What follows belongs to an exercise in optimizing a design on an open flow for small area and a short achievable clock period; a production flow would make more cautious choices.
Where RTL was checked, it was by simulation tests only, not by an equivalence proof against the original.
The clock port is modelled as an ideal driver; clocking choices that lean on that would not hold on a real chip.

==> branch onyx <==
## bin_mult
module bin_mult #(
  parameter int WIDTH  = 32,
  parameter int STAGES = 4
) (
  input  logic               CLK,
  input  logic               rst_n,
  input  logic [WIDTH-1:0]   A,
  input  logic [WIDTH-1:0]   B,
  output logic [2*WIDTH-1:0] C
);
  logic [31:0] a_r;
  logic [48:0] b_r;
  logic [31:0] braw_r;
  logic [3:0]  v_r;
  logic [63:0] prod;
  logic [0:0] h1_0;
  logic [0:0] h1_1;
  logic [0:0] h1_2;
  logic [0:0] h1_3;
  logic [0:0] h1_4;
  logic [3:0] h1_5;
  logic [1:0] h1_6;
  logic [1:0] h1_7;
  logic [1:0] h1_8;
  logic [1:0] h1_9;
  logic [1:0] h1_10;
  logic [1:0] h1_11;
  logic [1:0] h1_12;
  logic [1:0] h1_13;
  logic [1:0] h1_14;
  logic [1:0] h1_15;
  logic [1:0] h1_16;
  logic [1:0] h1_17;
  logic [1:0] h1_18;
  logic [1:0] h1_19;
  logic [1:0] h1_20;
  logic [1:0] h1_21;
  logic [1:0] h1_22;
  logic [1:0] h1_23;
  logic [1:0] h1_24;
  logic [1:0] h1_25;
  logic [1:0] h1_26;
  logic [1:0] h1_27;
  logic [1:0] h1_28;
  logic [1:0] h1_29;
  logic [1:0] h1_30;
  logic [1:0] h1_31;
  logic [1:0] h1_32;
  logic [2:0] h1_33;
  logic [1:0] h1_34;
  logic [2:0] h1_35;
  logic [1:0] h1_36;
  logic [2:0] h1_37;
  logic [1:0] h1_38;
  logic [0:0] h1_39;
  logic [2:0] h1_40;
  logic [0:0] h1_41;
  logic [0:0] h1_42;
  logic [1:0] h1_43;
  logic [31:0] a1_r;
  logic [48:0] b1_r;
  logic [0:0] h2_0;
  ...
Settings: LEC_CHECK=0, CAP_MARGIN=20, CORE_MARGIN=2, CORE_UTILIZATION=60, CTS_CLUSTER_DIAMETER=80, CTS_CLUSTER_SIZE=24, PLACE_DENSITY=0.7, SLEW_MARGIN=20; clock period 9.0 ns.
standard.sh (not shown) runs the stock make flow with config.mk's settings and CLKGATE_MAP_FILE= SYNTH_SCRIPT=/design/flow/synth_recipe.tcl, a recipe that flattens the netlist after the stock synthesis.
==> flow/flow/run.sh <==
#!/bin/bash
# Own layout flow: the standard synthesis, then a polarity pass over the mapped
# netlist (flow/polarity.py: flips full adders and 2-input gates to remove
# inverters; same registers, same function), then the standard layout steps
# with the make settings listed one per line in flow/extra.txt, and a hook
# after CTS (flow/post_cts.tcl) that lets the clock port drive the first level
# of the clock tree directly.
set -uo pipefail
R=orfs/results/sky130hd/bin_mult/base
EXTRA=()
if [[ -f flow/extra.txt ]]; then readarray -t EXTRA < <(grep -v '^\s*$' flow/extra.txt); fi
bash standard.sh synth > log_synth.txt 2>&1 || { tail -20 log_synth.txt; exit 1; }
cp $R/1_2_yosys.v $R/1_2_yosys_standard.v
python3 flow/polarity.py $R/1_2_yosys_standard.v $R/1_2_yosys_polarity.v > log_polarity.txt 2>&1 || { cat log_polarity.txt; exit 1; }
cp $R/1_2_yosys_polarity.v $R/1_2_yosys.v
rm -f $R/1_synth.odb
bash standard.sh finish "POST_CTS_TCL=$PWD/flow/post_cts.tcl" "${EXTRA[@]}" > log_layout.txt 2>&1 || { tail -20 log_layout.txt; exit 1; }
==> flow/flow/extra.txt <==
SETUP_SLACK_MARGIN=6.2
BUFFER_PORTS_ARGS=-buffer_cell sky130_fd_sc_hd__buf_1
==> flow/flow/post_cts.tcl <==
set block [ord::get_db_block]
set root [$block findInst clkbuf_0_CLK]
if {$root != "NULL"} {
  set clk_net [[$root findITerm A] getNet]
  set out_net [[$root findITerm X] getNet]
  set loads {}
  foreach it [$out_net getITerms] {
    if {[$it getInst] != $root} { lappend loads $it }
  }
  if {[llength $loads] <= 4 && [llength [$out_net getBTerms]] == 0} {
    foreach it $loads {
      $it disconnect
      $it connect $clk_net
    }
    odb::dbInst_destroy $root
    odb::dbNet_destroy $out_net
    puts "post_cts: removed root clock buffer, port drives [llength $loads] buffers"
    estimate_parasitics -placement
    repair_timing_helper
    detailed_placement
    check_placement -verbose
  } else {
    puts "post_cts: root buffer has [llength $loads] loads, kept"
  }
}
Other scripts of this flow, unchanged in this note and not shown: flow/flow/polarity.py
==> branch zinc (differences from branch onyx) <==
--- a/flow/design.v
+++ b/flow/design.v
@@ -6,15 +6,14 @@
   input  logic               rst_n,
   input  logic [WIDTH-1:0]   A,
   input  logic [WIDTH-1:0]   B,
   output logic [2*WIDTH-1:0] C
 );
   logic [31:0] a_r;
   logic [48:0] b_r;
-  logic [31:0] braw_r;
   logic [3:0]  v_r;
   logic [63:0] prod;
   logic [0:0] h1_0;
   logic [0:0] h1_1;
   logic [0:0] h1_2;
   logic [0:0] h1_3;
   logic [0:0] h1_4;
@@ -738,54 +737,14 @@
   logic c268;
   assign s267 = ~(~b_r[12]) ^ ~(((b_r[16] & a_r[31]) | (b_r[17] & a_r[30])) ^ b_r[15]) ^ c266;
   assign c268 = (~(~b_r[12]) & ~(((b_r[16] & a_r[31]) | (b_r[17] & a_r[30])) ^ b_r[15])) | (~(~b_r[12]) & c266) | (~(((b_r[16] & a_r[31]) | (b_r[17] & a_r[30])) ^ b_r[15]) & c266);
   logic s269;
   logic c270;
   assign s269 = 1'b0 ^ ~(((b_r[17] & a_r[31])) ^ b_r[15]) ^ c268;
   assign c270 = (1'b0 & ~(((b_r[17] & a_r[31])) ^ b_r[15])) | (1'b0 & c268) | (~(((b_r[17] & a_r[31])) ^ b_r[15]) & c268);
-  logic e6_n, e6_o, e6_t;
-  assign e6_n = braw_r[13];
-  assign e6_o = braw_r[12] ^ braw_r[11];
-  assign e6_t = (braw_r[13] & ~braw_r[12] & ~braw_r[11]) | (~braw_r[13] & braw_r[12] & braw_r[11]);
-  logic e7_n, e7_o, e7_t;
-  assign e7_n = braw_r[15];
-  assign e7_o = braw_r[14] ^ braw_r[13];
-  assign e7_t = (braw_r[15] & ~braw_r[14] & ~braw_r[13]) | (~braw_r[15] & braw_r[14] & braw_r[13]);
-  logic e8_n, e8_o, e8_t;
-  assign e8_n = braw_r[17];
-  assign e8_o = braw_r[16] ^ braw_r[15];
-  assign e8_t = (braw_r[17] & ~braw_r[16] & ~braw_r[15]) | (~braw_r[17] & braw_r[16] & braw_r[15]);
-  logic e9_n, e9_o, e9_t;
-  assign e9_n = braw_r[19];
-  assign e9_o = braw_r[18] ^ braw_r[17];
-  assign e9_t = (braw_r[19] & ~braw_r[18] & ~braw_r[17]) | (~braw_r[19] & braw_r[18] & braw_r[17]);
-  logic e10_n, e10_o, e10_t;
-  assign e10_n = braw_r[21];
-  assign e10_o = braw_r[20] ^ braw_r[19];
-  assign e10_t = (braw_r[21] & ~braw_r[20] & ~braw_r[19]) | (~braw_r[21] & braw_r[20] & braw_r[19]);
-  logic e11_n, e11_o, e11_t;
-  assign e11_n = braw_r[23];
-  assign e11_o = braw_r[22] ^ braw_r[21];
-  assign e11_t = (braw_r[23] & ~braw_r[22] & ~braw_r[21]) | (~braw_r[23] & braw_r[22] & braw_r[21]);
-  logic e12_n, e12_o, e12_t;
-  assign e12_n = braw_r[25];
-  assign e12_o = braw_r[24] ^ braw_r[23];
-  assign e12_t = (braw_r[25] & ~braw_r[24] & ~braw_r[23]) | (~braw_r[25] & braw_r[24] & braw_r[23]);
-  logic e13_n, e13_o, e13_t;
-  assign e13_n = braw_r[27];
-  assign e13_o = braw_r[26] ^ braw_r[25];
-  assign e13_t = (braw_r[27] & ~braw_r[26] & ~braw_r[25]) | (~braw_r[27] & braw_r[26] & braw_r[25]);
-  logic e14_n, e14_o, e14_t;
-  assign e14_n = braw_r[29];
-  assign e14_o = braw_r[28] ^ braw_r[27];
-  assign e14_t = (braw_r[29] & ~braw_r[28] & ~braw_r[27]) | (~braw_r[29] & braw_r[28] & braw_r[27]);
-  logic e15_n, e15_o, e15_t;
-  assign e15_n = braw_r[31];
-  assign e15_o = braw_r[30] ^ braw_r[29];
-  assign e15_t = (braw_r[31] & ~braw_r[30] & ~braw_r[29]) | (~braw_r[31] & braw_r[30] & braw_r[29]);
   logic s271;
   logic c272;
   assign s271 = h1_5[0] ^ h1_5[1] ^ h1_5[2];
   assign c272 = (h1_5[0] & h1_5[1]) | (h1_5[0] & h1_5[2]) | (h1_5[1] & h1_5[2]);
   logic s273;
   logic c274;
   assign s273 = ~(h1_5[3] ^ s271);
@@ -3089,53 +3048,15 @@
   assign xs[46] = p0[46] ^ pg1338;
   assign xs[47] = p0[47] ^ pg1340;
   assign xs[48] = p0[48] ^ pg1342;
   assign xs[49] = p0[49] ^ pg1344;
   assign prod = {~xs[49], ~xs[48], ~xs[47], ~xs[46], ~xs[45], ~xs[44], ~xs[43], ~xs[42], ~xs[41], ~xs[40], ~xs[39], ~xs[38], ~xs[37], ~xs[36], ~xs[35], ~xs[34], ~xs[33], ~xs[32], ~xs[31], ~xs[30], ~xs[29], ~xs[28], ~xs[27], ~xs[26], ~xs[25], ~xs[24], ~xs[23], ~xs[22], ~xs[21], ~xs[20], ~xs[19], ~xs[18], ~xs[17], ~xs[16], ~xs[15], ~xs[14], ~xs[13], ~xs[12], ~xs[11], ~xs[10], ~xs[9], ~xs[8], ~xs[7], ~xs[6], ~xs[5], ~xs[4], ~xs[3], ~xs[2], ~xs[1], ~xs[0], ~h3_13[0], ~h3_12[0], ~h3_11[0], ~h3_10[0], ~h3_9[0], ~h3_8[0], ~h3_7[0], ~h3_6[0], ~h3_5[0], ~h3_4[0], ~h3_3[0], ~h3_2[0], ~h3_1[0], ~h3_0[0]};
   always_ff @(posedge CLK) begin
     a_r <= A;
-    b_r[0] <= b_enc[0];
-    b_r[1] <= b_enc[1];
-    b_r[2] <= b_enc[2];
-    b_r[3] <= b_enc[3];
-    b_r[4] <= b_enc[4];
-    b_r[5] <= b_enc[5];
-    b_r[6] <= b_enc[6];
-    b_r[7] <= b_enc[7];
-    b_r[8] <= b_enc[8];
-    b_r[9] <= b_enc[9];
-    b_r[10] <= b_enc[10];
-    b_r[11] <= b_enc[11];
-    b_r[12] <= b_enc[12];
-    b_r[13] <= b_enc[13];
-    b_r[14] <= b_enc[14];
-    b_r[15] <= b_enc[15];
-    b_r[16] <= b_enc[16];
-    b_r[17] <= b_enc[17];
-    braw_r[11] <= B[11];
-    braw_r[12] <= B[12];
-    braw_r[13] <= B[13];
-    braw_r[14] <= B[14];
-    braw_r[15] <= B[15];
-    braw_r[16] <= B[16];
-    braw_r[17] <= B[17];
-    braw_r[18] <= B[18];
-    braw_r[19] <= B[19];
-    braw_r[20] <= B[20];
-    braw_r[21] <= B[21];
-    braw_r[22] <= B[22];
-    braw_r[23] <= B[23];
-    braw_r[24] <= B[24];
-    braw_r[25] <= B[25];
-    braw_r[26] <= B[26];
-    braw_r[27] <= B[27];
-    braw_r[28] <= B[28];
-    braw_r[29] <= B[29];
-    braw_r[30] <= B[30];
-    braw_r[31] <= B[31];
+    b_r <= b_enc;
     h1_0[0] <= s1;
     h1_1[0] <= s3;
     h1_2[0] <= s7;
     h1_3[0] <= s11;
     h1_4[0] <= s17;
     h1_5[0] <= c14;
     h1_5[1] <= s19;
@@ -3215,45 +3136,45 @@
     h1_40[1] <= s265;
     h1_40[2] <= c264;
     h1_41[0] <= s267;
     h1_42[0] <= s269;
     h1_43[0] <= ~(~b_r[15]);
     h1_43[1] <= c270;
     a1_r <= a_r;
-    b1_r[18] <= e6_n;
-    b1_r[19] <= e6_o;
-    b1_r[20] <= e6_t;
-    b1_r[21] <= e7_n;
-    b1_r[22] <= e7_o;
-    b1_r[23] <= e7_t;
-    b1_r[24] <= e8_n;
-    b1_r[25] <= e8_o;
-    b1_r[26] <= e8_t;
-    b1_r[27] <= e9_n;
-    b1_r[28] <= e9_o;
-    b1_r[29] <= e9_t;
-    b1_r[30] <= e10_n;
-    b1_r[31] <= e10_o;
-    b1_r[32] <= e10_t;
-    b1_r[33] <= e11_n;
-    b1_r[34] <= e11_o;
-    b1_r[35] <= e11_t;
-    b1_r[36] <= e12_n;
-    b1_r[37] <= e12_o;
-    b1_r[38] <= e12_t;
-    b1_r[39] <= e13_n;
-    b1_r[40] <= e13_o;
-    b1_r[41] <= e13_t;
-    b1_r[42] <= e14_n;
-    b1_r[43] <= e14_o;
-    b1_r[44] <= e14_t;
-    b1_r[45] <= e15_n;
-    b1_r[46] <= e15_o;
-    b1_r[47] <= e15_t;
-    b1_r[48] <= braw_r[31];
+    b1_r[18] <= b_r[18];
+    b1_r[19] <= b_r[19];
+    b1_r[20] <= b_r[20];
+    b1_r[21] <= b_r[21];
+    b1_r[22] <= b_r[22];
+    b1_r[23] <= b_r[23];
+    b1_r[24] <= b_r[24];
+    b1_r[25] <= b_r[25];
+    b1_r[26] <= b_r[26];
+    b1_r[27] <= b_r[27];
+    b1_r[28] <= b_r[28];
+    b1_r[29] <= b_r[29];
+    b1_r[30] <= b_r[30];
+    b1_r[31] <= b_r[31];
+    b1_r[32] <= b_r[32];
+    b1_r[33] <= b_r[33];
+    b1_r[34] <= b_r[34];
+    b1_r[35] <= b_r[35];
+    b1_r[36] <= b_r[36];
+    b1_r[37] <= b_r[37];
+    b1_r[38] <= b_r[38];
+    b1_r[39] <= b_r[39];
+    b1_r[40] <= b_r[40];
+    b1_r[41] <= b_r[41];
+    b1_r[42] <= b_r[42];
+    b1_r[43] <= b_r[43];
+    b1_r[44] <= b_r[44];
+    b1_r[45] <= b_r[45];
+    b1_r[46] <= b_r[46];
+    b1_r[47] <= b_r[47];
+    b1_r[48] <= b_r[48];
     h2_0[0] <= h1_0[0];
     h2_1[0] <= h1_1[0];
     h2_2[0] <= h1_2[0];
     h2_3[0] <= h1_3[0];
     h2_4[0] <= h1_4[0];
     h2_5[0] <= s273;
     h2_6[0] <= s277;
==> flow/flow/run.sh (replaced) <==
#!/bin/bash
# Own layout flow: the standard synthesis, then a polarity pass over the mapped
# netlist (flow/polarity.py: flips full adders and 2-input gates to remove
# inverters; same registers, same function), then the standard layout steps
# with the make settings listed one per line in flow/extra.txt.
set -uo pipefail
R=orfs/results/sky130hd/bin_mult/base
EXTRA=()
if [[ -f flow/extra.txt ]]; then readarray -t EXTRA < <(grep -v '^\s*$' flow/extra.txt); fi
bash standard.sh synth > log_synth.txt 2>&1 || { tail -20 log_synth.txt; exit 1; }
cp $R/1_2_yosys.v $R/1_2_yosys_standard.v
python3 flow/polarity.py $R/1_2_yosys_standard.v $R/1_2_yosys_polarity.v > log_polarity.txt 2>&1 || { cat log_polarity.txt; exit 1; }
cp $R/1_2_yosys_polarity.v $R/1_2_yosys.v
rm -f $R/1_synth.odb
bash standard.sh finish "${EXTRA[@]}" > log_layout.txt 2>&1 || { tail -20 log_layout.txt; exit 1; }
==> flow/flow/extra.txt (replaced) <==
SETUP_SLACK_MARGIN=6.1
BUFFER_PORTS_ARGS=-buffer_cell sky130_fd_sc_hd__buf_1
Settings changed: CORE_UTILIZATION 60 to 40, PLACE_DENSITY 0.7 to unset.
removed: flow/flow/post_cts.tcl
==> comparison table <==
| quantity | branch zinc | branch onyx |
|---|---|---|
| Instance area after placement | 36100 µm² | 35100 µm² |
| Violation count after the first detailed-routing iteration | 2209 | 3322 |
| Starting utilization of the core area | 0.402 | 0.609 |
| Die Ht | 299 µm | 243 µm |
| Cells on worst reg2reg path | 11 | 10 |
| Layout clock buffers | 47 | 43 |
| Full die area | 89300 µm² | 59200 µm² |
| Routability cong. | 0.875 | 0.886 |
| Routing usage on met3 | 0.0570 | 0.133 |
| Library cell contributing the largest single delay on the critical path | sky130_fd_sc_hd__dfrtp_1 | sky130_fd_sc_hd__fa_2 |
| Sequential cell area share | 0.314 | 0.317 |
| Highest clock frequency the design can meet | 339 MHz | 336 MHz |
| Buffers and inverters on the worst path | 1 | 0 |
| Worst Tran Pin Value | 0.914 ns | 0.929 ns |
| Number of buffers outside the clock class in the layout | 205 | 212 |
| Run status | timing/DRC/antenna clean | timing/DRC/antenna clean |
| Kind of critical path | reg2out | reg2reg |
| Tap cell count | 1155 | 756 |
| Diode count | 0 | 1 |
| Maximum vdd drop | 0.000160 V | 0.000198 V |
| Share of final layout cell area taken by non-clock buffers | 0.0377 | 0.0419 |
| Area of the core region | 86500 µm² | 56500 µm² |
| Post-layout utilization of the core | 0.444 | 0.667 |
| End of the worst hold path | h3_20[0] | h3_7 |
No functional check of the RTL was part of branch onyx.

[separate check: timing with driven ports]
The flow's constraints put no driver on any port. The routed layouts listed below were extracted and timed again, unchanged, in two steps.
Step 1: set_driving_cell puts a clkbuf_16 on CLK and a buf_2 on each other input, an assumption about the parent block.
Step 2 also shifts input and output timing later by t, the mid clock arrival at the registers, as if the neighbouring blocks saw the same clock.
Slacks: ideal ports / drivers / drivers and shift; pairs: ideal ports / drivers.
run | t, ns | setup WS [ns] | hold WS [ns] | slew at the worst register clock pin (ns) | cell pins on the clock port's net
branch onyx | 0.519 | 6.026 / 6.026 / 6.026 | 0.328 / 0.328 / 0.328 | 0.10 / 0.10 | 4
branch zinc | 0.642 | 6.053 / 5.994 / 6.156 | 0.319 / 0.319 / 0.319 | 0.10 / 0.10 | 1
After both steps every run listed still meets setup and hold.
